Background: an optimization exercise with open tools, aiming at small area, a short achievable clock period and few clock cycles per item. Do not read the settings as production practice. In this exercise RTL edits were held to simulation tests only and were not proved equivalent to the original. Power and IR drop assume default switching activity.

==> flow/design.v (excerpt) <==
module tlb_page_table_translator #(
  parameter int unsigned TLB_ENTRIES = 16,
  parameter int unsigned PAGE_COUNT  = 256,
  parameter int unsigned FRAME_COUNT = 256,
  parameter int unsigned OFFSET_BITS = 8
) (
  input  logic                             clk,
  input  logic                             rst_n,
  input  logic                             in_tvalid,
  output logic                             in_tready,
  input  logic [tlbpt_pkg::IN_DATA_W-1:0]  in_tdata,
  output logic                             out_tvalid,
  input  logic                             out_tready,
  output logic [tlbpt_pkg::OUT_DATA_W-1:0] out_tdata
);
For scale: ~6400 cells after synthesis, about 140 I/O pins, ~100000 sq um of cells after synthesis.
==> module tlbpt_datapath, before the edit <==
module tlbpt_datapath #(
  parameter int unsigned TLB_ENTRIES = 16,
  parameter int unsigned PAGE_COUNT  = 256
) (
  input  logic        clk,
  input  logic        rst_n,
  input  logic [15:0] in_tdata,
  input  logic        in_fire,
  input  logic        a_move,
  input  logic        b_commit,
  input  logic        s_to_o,
  input  logic        b_to_o,
  input  logic        b_to_s,
  output logic [tlbpt_pkg::OUT_DATA_W-1:0] out_tdata
);
  localparam int unsigned ADDR_W     = tlbpt_pkg::ADDR_W;
  localparam int unsigned CNT_W      = tlbpt_pkg::CNT_W;
  localparam int unsigned OUT_DATA_W = tlbpt_pkg::OUT_DATA_W;
  localparam int unsigned PAGE_W     = tlbpt_pkg::PAGE_W;
  localparam int unsigned FRAME_W    = tlbpt_pkg::FRAME_W;
  localparam int unsigned OFF_W      = tlbpt_pkg::OFF_W;
  localparam int unsigned FCNT_W     = tlbpt_pkg::FCNT_W;
  localparam int unsigned TLB_W      = $clog2(TLB_ENTRIES);
  localparam int unsigned GRP_N      = 8;
  localparam int unsigned GRP_SIZE   = PAGE_COUNT / GRP_N;
  localparam int unsigned ENT_W      = FRAME_W + 1;    
  localparam int unsigned LO_W       = $clog2(GRP_SIZE);
  localparam int unsigned HI_W       = PAGE_W - LO_W;
  logic [PAGE_W-1:0]  a_page;
  logic [OFF_W-1:0]   a_off;
  logic [GRP_SIZE-1:0] a_lo;      
  always_ff @(posedge clk) begin
    if (in_fire) begin
      a_page <= in_tdata[15:8];
      a_off  <= in_tdata[7:0];
      for (int i = 0; i < GRP_SIZE; i++) begin
        a_lo[i] <= (in_tdata[8 +: LO_W] == LO_W'(i));
      end
    end
  end
  logic [ENT_W-1:0]   pt [PAGE_COUNT];
  logic [FRAME_W-1:0] free_r;
  logic [PAGE_W-1:0]             b_page;
  logic [OFF_W-1:0]              b_off;
  logic [GRP_N-1:0]              b_hi;       
  logic [GRP_N-1:0][ENT_W-1:0]   b_grp;      
  logic                          b_hit;
  logic                          b_pv;
  logic                          b_fault;
  logic                          b_ins;      
  logic                          b_alloc;    
  logic [GRP_N-1:0][ENT_W-1:0]   a_grp;
  logic [GRP_N-1:0]              a_hi;
  logic                          a_same;     
  logic                          a_same_lo;
  always_comb begin
    for (int i = 0; i < GRP_N; i++) begin
      a_hi[i] = (a_page[PAGE_W-1:LO_W] == HI_W'(i));
    end
  end
  assign a_same_lo = (a_page[LO_W-1:0] == b_page[LO_W-1:0]);
  assign a_same    = a_same_lo && (a_page[PAGE_W-1:LO_W] == b_page[PAGE_W-1:LO_W]);
  always_comb begin
    for (int g = 0; g < GRP_N; g++) begin
      a_grp[g] = '0;
      for (int j = 0; j < GRP_SIZE; j++) begin
        a_grp[g] = a_grp[g] | ({ENT_W{a_lo[j]}} & pt[g * GRP_SIZE + j]);
      end
      if (b_alloc && a_same_lo && b_hi[g]) begin
        a_grp[g] = {1'b1, free_r};
      end
    end
  end
  logic [PAGE_W-1:0]      tag_r [TLB_ENTRIES];
  logic [TLB_ENTRIES-1:0] tv_r;       
  logic [TLB_ENTRIES-1:0] ptr_r;      
  logic [TLB_ENTRIES-1:0] a_match;
  logic                   a_hit;
  always_comb begin
    for (int i = 0; i < TLB_ENTRIES; i++) begin
      if (b_ins && ptr_r[i]) begin
        a_match[i] = a_same;
      end else begin
        a_match[i] = tv_r[i] && (tag_r[i] == a_page);
      end
    end
  end
  assign a_hit = |a_match;
  always_ff @(posedge clk) begin
    if (a_move) begin
      b_page <= a_page;
      b_off  <= a_off;
      b_hi   <= a_hi;
      b_grp  <= a_grp;
      b_hit  <= a_hit;
    end
  end
  logic [FRAME_W-1:0] b_pf;
  logic [FRAME_W-1:0] b_frame;
  always_comb begin
    b_pv = 1'b0;
    b_pf = '0;
    for (int g = 0; g < GRP_N; g++) begin
      b_pv = b_pv | (b_hi[g] & b_grp[g][FRAME_W]);
      b_pf = b_pf | ({FRAME_W{b_hi[g]}} & b_grp[g][FRAME_W-1:0]);
    end
  end
  assign b_fault = !b_pv;
  assign b_frame = b_pv ? b_pf : free_r;
  assign b_ins   = b_commit && !b_hit;
  assign b_alloc = b_commit && b_fault;
  for (genvar p = 0; p < PAGE_COUNT; p++) begin : g_pt
    logic we;
    assign we = b_commit && b_hi[p / GRP_SIZE] && (b_page[LO_W-1:0] == LO_W'(p % GRP_SIZE))
                && !pt[p][FRAME_W];
    always_ff @(posedge clk) begin
      if (!rst_n) begin
        pt[p][FRAME_W] <= 1'b0;
      end else if (we) begin
        pt[p][FRAME_W] <= 1'b1;
      end
    end
    always_ff @(posedge clk) begin
      if (!pt[p][FRAME_W]) begin
        pt[p][FRAME_W-1:0] <= free_r;
      end
    end
  end
  for (genvar i = 0; i < TLB_ENTRIES; i++) begin : g_tlb
    always_ff @(posedge clk) begin
      if (b_ins && ptr_r[i]) begin
        tag_r[i] <= b_page;
      end
    end
  end
  always_ff @(posedge clk) begin
    if (!rst_n) begin
      free_r <= '0;
      tv_r   <= '0;
      ptr_r  <= TLB_ENTRIES'(1);
    end else begin
      if (b_alloc) begin
        free_r <= free_r + FRAME_W'(1);
      end
      if (b_ins) begin
        tv_r  <= tv_r | ptr_r;
        ptr_r <= {ptr_r[TLB_ENTRIES-2:0], ptr_r[TLB_ENTRIES-1]};
      end
    end
  end
  logic [ADDR_W-1:0]  s_phys;
  logic               s_hit, s_fault;
  logic [ADDR_W-1:0]  o_phys;
  logic               o_hit, o_fault;
  logic [CNT_W-1:0]   hits_r, misses_r;
  logic [FCNT_W-1:0]  faults_r;
  logic               r_hit, r_fault, r_load;
  always_ff @(posedge clk) begin
    if (b_to_s) begin
      s_phys  <= {b_frame, b_off};
      s_hit   <= b_hit;
      s_fault <= b_fault;
    end
    if (s_to_o) begin
      o_phys  <= s_phys;
      o_hit   <= s_hit;
      o_fault <= s_fault;
    end else if (b_to_o) begin
      o_phys  <= {b_frame, b_off};
      o_hit   <= b_hit;
      o_fault <= b_fault;
    end
  end
  assign r_load  = s_to_o || b_to_o;
  assign r_hit   = s_to_o ? s_hit   : b_hit;
  assign r_fault = s_to_o ? s_fault : b_fault;
  always_ff @(posedge clk) begin
    if (!rst_n) begin
      hits_r   <= '0;
      misses_r <= '0;
      faults_r <= '0;
    end else if (r_load) begin
      if (r_hit) begin
        if (hits_r != '1) begin
          hits_r <= hits_r + CNT_W'(1);
        end
      end else begin
        if (misses_r != '1) begin
          misses_r <= misses_r + CNT_W'(1);
        end
        if (r_fault) begin
          faults_r <= faults_r + FCNT_W'(1);
        end
      end
    end
  end
  assign out_tdata = {
    (OUT_DATA_W - 3 * CNT_W - 2 - ADDR_W)'(0),
    CNT_W'(faults_r),
    misses_r,
    hits_r,
    o_fault,
    o_hit,
    o_phys
  };
endmodule
Settings: LEC_CHECK=0, CAP_MARGIN=20, CORE_MARGIN=2, CORE_UTILIZATION=50, CTS_CLUSTER_DIAMETER=100, CTS_CLUSTER_SIZE=24, PLACE_DENSITY=0.65, SETUP_SLACK_MARGIN=4.3, SLEW_MARGIN=20; clock period 7.0 ns.
run.sh (not shown) runs the stock make flow with config.mk's settings and CLKGATE_MAP_FILE= SYNTH_SCRIPT=/design/flow/synth_recipe.tcl, a recipe that flattens the netlist after the stock synthesis.
Testbench counts at the start, summed over its fixed seeds: cycles 12,024, items 12,000.
Rerun with:
--- a/flow/design.v
+++ b/flow/design.v
@@ -82,30 +82,29 @@
   localparam int unsigned FRAME_W    = tlbpt_pkg::FRAME_W;
   localparam int unsigned OFF_W      = tlbpt_pkg::OFF_W;
   localparam int unsigned FCNT_W     = tlbpt_pkg::FCNT_W;
   localparam int unsigned TLB_W      = $clog2(TLB_ENTRIES);
-  localparam int unsigned GRP_N      = 8;
+  localparam int unsigned GRP_N      = 16;
   localparam int unsigned GRP_SIZE   = PAGE_COUNT / GRP_N;
   localparam int unsigned ENT_W      = FRAME_W + 1;    
-  localparam int unsigned LO_W       = $clog2(GRP_SIZE);
-  localparam int unsigned HI_W       = PAGE_W - LO_W;
   logic [PAGE_W-1:0]  a_page;
   logic [OFF_W-1:0]   a_off;
-  logic [GRP_SIZE-1:0] a_lo;      
+  logic [15:0]        a_lo;       
   always_ff @(posedge clk) begin
     if (in_fire) begin
       a_page <= in_tdata[15:8];
       a_off  <= in_tdata[7:0];
-      for (int i = 0; i < GRP_SIZE; i++) begin
-        a_lo[i] <= (in_tdata[8 +: LO_W] == LO_W'(i));
+      for (int i = 0; i < 16; i++) begin
+        a_lo[i] <= (in_tdata[11:8] == 4'(i));
       end
     end
   end
   logic [ENT_W-1:0]   pt [PAGE_COUNT];
   logic [FRAME_W-1:0] free_r;
   logic [PAGE_W-1:0]             b_page;
   logic [OFF_W-1:0]              b_off;
   logic [GRP_N-1:0]              b_hi;       
+  logic [GRP_SIZE-1:0]           b_lo;       
   logic [GRP_N-1:0][ENT_W-1:0]   b_grp;      
   logic                          b_hit;
   logic                          b_pv;
   logic                          b_fault;
@@ -116,13 +115,13 @@
   logic                          a_same;     
   logic                          a_same_lo;
   always_comb begin
     for (int i = 0; i < GRP_N; i++) begin
-      a_hi[i] = (a_page[PAGE_W-1:LO_W] == HI_W'(i));
+      a_hi[i] = (a_page[7:4] == 4'(i));
     end
   end
-  assign a_same_lo = (a_page[LO_W-1:0] == b_page[LO_W-1:0]);
-  assign a_same    = a_same_lo && (a_page[PAGE_W-1:LO_W] == b_page[PAGE_W-1:LO_W]);
+  assign a_same_lo = (a_page[3:0] == b_page[3:0]);
+  assign a_same    = a_same_lo && (a_page[7:4] == b_page[7:4]);
   always_comb begin
     for (int g = 0; g < GRP_N; g++) begin
       a_grp[g] = '0;
       for (int j = 0; j < GRP_SIZE; j++) begin
@@ -152,8 +151,9 @@
     if (a_move) begin
       b_page <= a_page;
       b_off  <= a_off;
       b_hi   <= a_hi;
+      b_lo   <= a_lo;
       b_grp  <= a_grp;
       b_hit  <= a_hit;
     end
   end
@@ -172,10 +172,9 @@
   assign b_ins   = b_commit && !b_hit;
   assign b_alloc = b_commit && b_fault;
   for (genvar p = 0; p < PAGE_COUNT; p++) begin : g_pt
     logic we;
-    assign we = b_commit && b_hi[p / GRP_SIZE] && (b_page[LO_W-1:0] == LO_W'(p % GRP_SIZE))
-                && !pt[p][FRAME_W];
+    assign we = b_commit && b_hi[p / GRP_SIZE] && b_lo[p % GRP_SIZE] && !pt[p][FRAME_W];
     always_ff @(posedge clk) begin
       if (!rst_n) begin
         pt[p][FRAME_W] <= 1'b0;
       end else if (we) begin
What happened: The new run went through all stages and came out clean. Hold slack improved by 0.010 ns. Clock-buffer cell count climbs by 19. First-iteration DRC count fell by 19%. Setup slack is better by 0.13 ns. Via count goes down by about 2.3%. Die area came out higher by about 3.3%. Clock skew drops by 0.010 ns. Clock power grows by about 1%. Design area came out higher by about 2%. Final cell count rises by 2.4%. Fmax went up by about 4.7%. Total power rose by 4.1%. Routed wire length fell by about 12%. Global-route usage falls by 3.4 points.
Testbench counts after the change, summed over its fixed seeds: cycles 12,024, items 12,000.

static timing again, ports no longer ideal:
The flow's constraints put no driver on any port. The routed layouts listed below were extracted and timed again, unchanged, in two steps.
Step 1 assumes that a clkbuf_16 drives the clock port and a buf_2 every other input.
Step 2, shift: input delay + t, output delay - t, t = (earliest + latest rising clock arrival at the registers) / 2. This alone moves slack from input paths to output paths.
Slacks: ideal / step 1 / step 2; pairs: ideal / step 1.
| run | t (ns) | setup WS [ns] | worst setup path at the end | latest minus earliest clock arrival (ns) | slew at the worst register clock pin (ns) |
|---|---|---|---|---|---|
| the first run | 0.944 | 4.047 / 3.950 / 3.435 | input to register | 0.055 / 0.056 | 0.10 / 0.10 |
| the second run | 0.924 | 4.180 / 4.083 / 3.525 | input to register | 0.050 / 0.050 | 0.10 / 0.10 |
After both steps every run listed still meets setup and hold. For the second run, which loses most, drivers alone change the setup slack by -0.097 ns; drivers and shift together by -0.655 ns.
